Context: an optimization exercise on an open-source flow, tuned for small area, a short achievable clock period and few clock cycles. The choices shown serve that exercise and are no tape-out recipe. No run shown here included a check of the RTL's function; only the layout flow was run.

==> flow/design.v (outline; a module is shown in full before it is edited, if it fits) <==
// module mat_vec_sequencer: 1215 lines
module mat_vec_sequencer #(
    parameter int FRAC_BITS = 16,
    parameter int DIM_W     = 8
) (
    input  logic             clk,
    input  logic             reset,
    input  logic             start,
    input  logic [DIM_W-1:0] m_dim,
    input  logic [DIM_W-1:0] n_dim,
    input  logic             transpose,
    output logic             mat_read,
    output logic [DIM_W-1:0] mat_m_addr,
    output logic [DIM_W-1:0] mat_n_addr,
    output logic             mat_tr,
    input  logic [31:0]      mat_data,
    output logic [DIM_W-1:0] vec_addr,
    input  logic [31:0]      vec_data,
    output logic             y_valid,
    input  logic             y_ready,
    output logic [DIM_W-1:0] y_addr,
    output logic [31:0]      y_data,
    output logic             busy,
    output logic             done
);
  // ...
==> flow/flow/run.sh <==
#!/bin/bash
# The standard layout (standard.sh) with these changes:
# - Yosys's generic abc pass before full-adder extraction is skipped (-noabc), so extract_fa
#   sees the adder trees as written and does not put inverters between full adders;
# - port buffers are buf_2 rather than the delay buffer buffer_ports picks by itself;
# - clock tree: larger sink clusters and no dummy loads.
# Registers are untouched by all of them.
bash standard.sh SYNTH_ARGS=-noabc SETUP_SLACK_MARGIN=${MARGIN:-8.5} \
  "BUFFER_PORTS_ARGS=-buffer_cell sky130_fd_sc_hd__buf_2" \
  "CTS_ARGS=-sink_clustering_enable -repair_clock_nets -dont_use_dummy_load -sink_clustering_size 24 -sink_clustering_max_diameter 120" \
  finish > standard.log 2>&1
==> flow/standard.sh <==
#!/bin/bash
# synth_recipe.tcl (not shown) runs the flow's synth.tcl, then flattens the netlist and writes it again
# the make line also repeats each setting of config.mk as NAME=value (left out here)
make -C /OpenROAD-flow-scripts/flow DESIGN_CONFIG=/design/flow/config.mk WORK_HOME=/design/flow/orfs CLKGATE_MAP_FILE= SYNTH_SCRIPT=/design/flow/synth_recipe.tcl "${@:-finish}"
==> flow/config.mk <==
export PLATFORM = sky130hd
export DESIGN_NAME = mat_vec_sequencer
export DESIGN_NICKNAME = mat_vec_sequencer
export VERILOG_FILES = /design/flow/design.v
export SDC_FILE = /design/flow/constraint.sdc
export NUM_CORES = 4
export LEC_CHECK = 0
export ABC_AREA = 1
export CAP_MARGIN = 20
export CORE_MARGIN = 2
export CORE_UTILIZATION = 40
export SLEW_MARGIN = 20
==> flow/constraint.sdc <==
create_clock -name core_clock -period 12.0 [get_ports {clk}]
set_input_delay 2.4000 -clock core_clock [delete_from_list [all_inputs] [get_ports {clk}]]
set_output_delay 2.4000 -clock core_clock [all_outputs]
set_load 0.01 [all_outputs]
==> reports/qor.yml, run 1 <==
run_status: "timing/DRC/antenna clean"
fillerInstances: 6746
synthTopCellsByCount: "sky130_fd_sc_hd__xor2_1 (502), sky130_fd_sc_hd__o22ai_1 (435), sky130_fd_sc_hd__fa_1 (403), sky130_fd_sc_hd__nand2_1 (258), sky130_fd_sc_hd__inv_1 (236)"
proportion_of_register_bits_with_asynchronous_set_or_reset_after_synthesis_pct: 3.04
r2r.worst_path.cells: 8
drt.antenna.violating_nets: 0
path_depth: 1
groute.layer.met1.usage_pct: 34.5
crit_slowest_cell: "sky130_fd_sc_hd__edfxtp_1"
cts_buffer_depth: 3
clock_tree.root_cell: "sky130_fd_sc_hd__clkbuf_16"
hold_path_end: "eB"
die_outline_height_um: 269
buf_share_pct: 7.59
synth_warnings: 1
synthFlopType: "sky130_fd_sc_hd__dfxtp_1"
final-instance-count-excl-fill: 3956
detailedPlace.worstSlack_ns: 8.05
synth-seq-cells: 296
hpwl_um: 63600
achievable-frequency_mhz: 274
simple_gate_share_of_the_synthesized_area_pct: 7.24
nClkBuffers: 17
ff2ff_setup_slack_ns: 8.50
totalWireLength_um: 96700
clock_latency_ns: 0.56
final-hold-violation-count: 0
cts_tree: "done"
fp-row-count: 97
synthMuxAreaShare_pct: 0.599
yosys.area.top_type: "sky130_fd_sc_hd__fa_1"
n_antenna_cell: 0
==> inputs of run 2 (changes only) <==
--- a/flow/flow/run.sh
+++ b/flow/flow/run.sh
@@ -7,3 +7,3 @@
 # Registers are untouched by all of them.
-bash standard.sh SYNTH_ARGS=-noabc SETUP_SLACK_MARGIN=${MARGIN:-8.5} \
+bash standard.sh SYNTH_ARGS=-noabc SETUP_SLACK_MARGIN=${MARGIN:-8.5} MATCH_CELL_FOOTPRINT=0 \
   "BUFFER_PORTS_ARGS=-buffer_cell sky130_fd_sc_hd__buf_2" \
==> reports/qor.yml, run 2 <==
run_status: "timing/DRC/antenna clean"  # unchanged
crit_slowest_cell: "sky130_fd_sc_hd__edfxtp_1"  # unchanged
r2r.worst_path.cells: 19  # was 8
vias: 22900  # was 22800
final_cell_mix: "sky130_fd_sc_hd__xor2_1 (500), sky130_fd_sc_hd__o22ai_1 (435), sky130_fd_sc_hd__fa_1 (402)"  # was sky130_fd_sc_hd__xor2_1 (501), sky130_fd_sc_hd__o22ai_1 (429), sky130_fd_sc_hd__fa_1 (399)
setup.worst_path.end_class: "output port"  # unchanged
hold-worst-slack_ns: 0.334  # was 0.333 ns
largest-register: "hb"  # unchanged
startpoint: "acc[24]"  # unchanged
hold_path_class: "register to register"  # unchanged
cts_tree: "done"  # unchanged
synth_seq_area_share_pct: 23.2  # unchanged
setup-violations-final: 0  # unchanged
syn_avg_cell_area_um2: 9.77  # unchanged
grt_setup_unrepaired: "true"  # unchanged
clk_transition_reported_paths_ns: 0.09  # was 0.11 ns
fin_ws_ns: 8.36  # was 8.35 ns
endpoint_of_the_lowest_slack_register_to_register_path: "hb[107]"  # was hb[63]
coreArea_um2: 69900  # unchanged
yosys.area.top_type: "sky130_fd_sc_hd__fa_1"  # unchanged
drt.antenna.violating_nets: 0  # unchanged
buffers_inverters_on_critical_path: 1  # unchanged
routabilityCongestion: 0.953  # was 0.952
synth_enable_flop_cells: 57  # unchanged
crit-reg2reg-launch: "bn[11]"  # was bn[1]
synthTopCellsByCount: "sky130_fd_sc_hd__xor2_1 (502), sky130_fd_sc_hd__o22ai_1 (435), sky130_fd_sc_hd__fa_1 (403), sky130_fd_sc_hd__nand2_1 (258), sky130_fd_sc_hd__inv_1 (236)"  # unchanged
floorplan.initialDensity_pct: 40.3  # unchanged
grt_pass1_vias: 22900  # was 23300
totalWireLength_um: 95700  # was 96700 um
hpwl_um: 63300  # was 63600 um
wire_length_of_the_first_global_routing_pass_um: 142000  # was 145000 um
cts_buffers: 16  # was 17
clkSinkCount: 296  # unchanged
number_of_drc_markers_after_the_initial_detailed_route_iteration: 2796  # was 2614
place.detailed.instances: 3815  # unchanged
final_nets: 3618  # was 3606
clock_latency_ns: 0.56  # about the same
flip_flop_count_of_the_largest_register_after_layout: 108  # unchanged
proportion_of_register_bits_with_asynchronous_set_or_reset_after_synthesis_pct: 3.04  # unchanged
die_width_um: 269  # unchanged
synthFlopType: "sky130_fd_sc_hd__dfxtp_1"  # unchanged
cp_slowest_stage_delay_ns: 0.50  # was 0.51 ns
clock_skews_ns: 0.0373  # was 0.0418 ns
min-delay-start: "lA"  # was eA
maximum_number_of_pins_on_one_net_before_global_route_repair: 35  # unchanged
fin_util_pct: 45.6  # was 45.4%
clock_tree.root_cell: "sky130_fd_sc_hd__clkbuf_16"  # unchanged
hold_path_end: "lB"  # was eB
min_delay_path_depth: 0  # unchanged
pre_antenna_drt_iters: 9  # was 6
die_outline_height_um: 269  # unchanged
max_cap_viol_count: 0  # unchanged
finalMaxSlewViolations: 0  # unchanged
synth_warnings: 1  # unchanged
worst_ep_arrival_time_ns: 1.24  # was 1.25 ns
required_worst_endpoint_ns: 9.60  # about the same
synth-seq-cells: 296  # unchanged
criticalPathCategory: "register to output port"  # unchanged
placedInstanceArea_um2: 29700  # about the same
reg.largest.list: "hb (108), a_r (32), acc (32)"  # unchanged
detail_route.drc_violations: 0  # unchanged
timing.final.crit_share_pct: 30.3  # was 30.4%
avgRoutedWirePerCell_um: 24.1  # was 24.4 um
final-instance-count-excl-fill: 3970  # was 3956
flow.area_growth_from_synthesis_pct: 13.1  # was 12.7%
max_slew_margin_pct: 39.9  # was 42.9%
syn_nets: 3473  # unchanged
netlist_instances: 2885  # unchanged
synth.distinct_cells: 52  # unchanged
worstPathMaxFanout: 2  # unchanged
fin_setup_tns_ns: 0  # unchanged
drt-vias-per-instance: 5.77  # about the same
synthDominantCellAreaShare_pct: 28.6  # unchanged
syn-cell-area_um2: 28200  # unchanged
layout_commonest_cell: "sky130_fd_sc_hd__xor2_1"  # unchanged
detailedPlace.worstSlack_ns: 8.07  # was 8.05 ns
ctsHtreeMaxLevel: 1  # unchanged
grtUsageTotal_pct: 25.5  # was 26.0%
crit_chain: "buf_2"  # unchanged
finish.instance_area_um2: 31900  # was 31800 um2
final-hold-violation-count: 0  # unchanged
pin_count: 154  # unchanged
finalWorstPathRequiredPeriod_ns: 3.64  # was 3.65 ns
antenna_violations_before_repair: 3  # was 0
synthMostInstantiatedCell: "sky130_fd_sc_hd__xor2_1"  # unchanged
fp-row-count: 97  # unchanged
worstMarginPinSlew_ns: 0.898  # was 0.853 ns
placement.io_buffers: 153  # unchanged
cts_buffer_depth: 3  # unchanged
achievable-frequency_mhz: 275  # was 274 MHz
synth_area_leaders: "sky130_fd_sc_hd__fa_1 (29%), sky130_fd_sc_hd__dfxtp_1 (16%), sky130_fd_sc_hd__xor2_1 (16%), sky130_fd_sc_hd__o22ai_1 (9.7%), sky130_fd_sc_hd__edfxtp_1 (6.1%)"  # unchanged
cp_top_family: "flip-flops"  # unchanged
start_kind: "register"  # unchanged
ff2ff_setup_slack_ns: 8.48  # was 8.50 ns
floorplan.die_area_um2: 72600  # unchanged
final_global_route_overflow_total: 0  # unchanged
post_route_cells_drive_above_1_share_pct: 17.8  # was 17.1%
## run 2: changes by cell type in the layout (fill, tap and decap cells not counted), moves of 6 or more
cell                         previous run  this run
sky130_fd_sc_hd__buf_4                123       138
sky130_fd_sc_hd__o22ai_1              429       435
sky130_fd_sc_hd__clkinv_2               6         0
sky130_fd_sc_hd__o22ai_2                6         0
sky130_fd_sc_hd__clkinvlp_4            26        38
## run 2: worst max path at each step
stage	endpoint	slack (ns)	cells after the start
after floorplan	c_last[6]	8.46	8
after global placement	c_last[7]	8.08	7
after detailed placement	c_last[6]	8.07	7
after CTS	mat_m_addr[5]	8.31	1
after global routing	y_data[24]	8.32	1
final	y_data[24]	8.36	1
## run 2: kinds of logic (layout without fill, tap and decap cells)
logic type,Yosys count,after routing,synth area share (%)
fa+ha+maj,503,503,33.1
buf+inv,483,626,6.83
other cells,0,2,0
xor+xnor,533,533,16.6
mux,15,15,0.599
compound gates,574,574,12.5
flops,296,296,23.2
simple gates,481,481,7.24
## run 2: routing by layer
metal,vias to the layer above,routed length [um],global-route usage [%]
met5,-,18,0
met1,11100,37800,33.9
li1,9840,-,-
met3,402,13000,8.57
met2,1569,40100,37.6
met4,2,4840,11.3
## run 2: area by class of cell
class	instances	area, um2
multi-input combinational	2106	20000
clock buffer	16	400
timing repair inverter	10	75.1
timing repair buffer	338	2510
antenna	2	5.00
sequential	296	6640
inverter	262	1110
tap	940	1180
fill	6727	38000
## run 2: what timing repair did
| item | in CTS | in global routing |
|---|---|---|
| setup endpoints to repair | 140 | 113 |
| hold buffers | 0 | 0 |
| pin swaps | 0 | 9 |
| gates resized for setup | 93 | 123 |
| setup buffers | 73 | 53 |
| endpoints found under the hold margin | 0 | 0 |
| gates cloned | 10 | 1 |

-- re-timing with driven ports --
The results above use ideal ports. As a check the final layouts listed here were re-extracted and re-timed, cells and wires unchanged.
Step 1, drivers: a clkbuf_16 drives clk and a buf_2 each remaining input, both assumed.
Step 2, shift: input delay + t, output delay - t, t = (earliest + latest rising clock arrival at the registers) / 2. This alone moves slack from input paths to output paths.
Slacks: ideal ports / drivers / drivers and shift; pairs: ideal ports / drivers.
run	shift t [ns]	setup slack, ns	worst setup path at the end	worst register clock-pin slew, ns
run 1	0.600	8.355 / 8.295 / 8.063	input to register	0.11 / 0.11
run 2	0.601	8.358 / 8.297 / 8.114	input to register	0.10 / 0.10
After both steps every run listed still meets setup and hold. For run 1, which loses most, drivers alone change the setup slack by -0.060 ns; drivers and shift together by -0.292 ns.
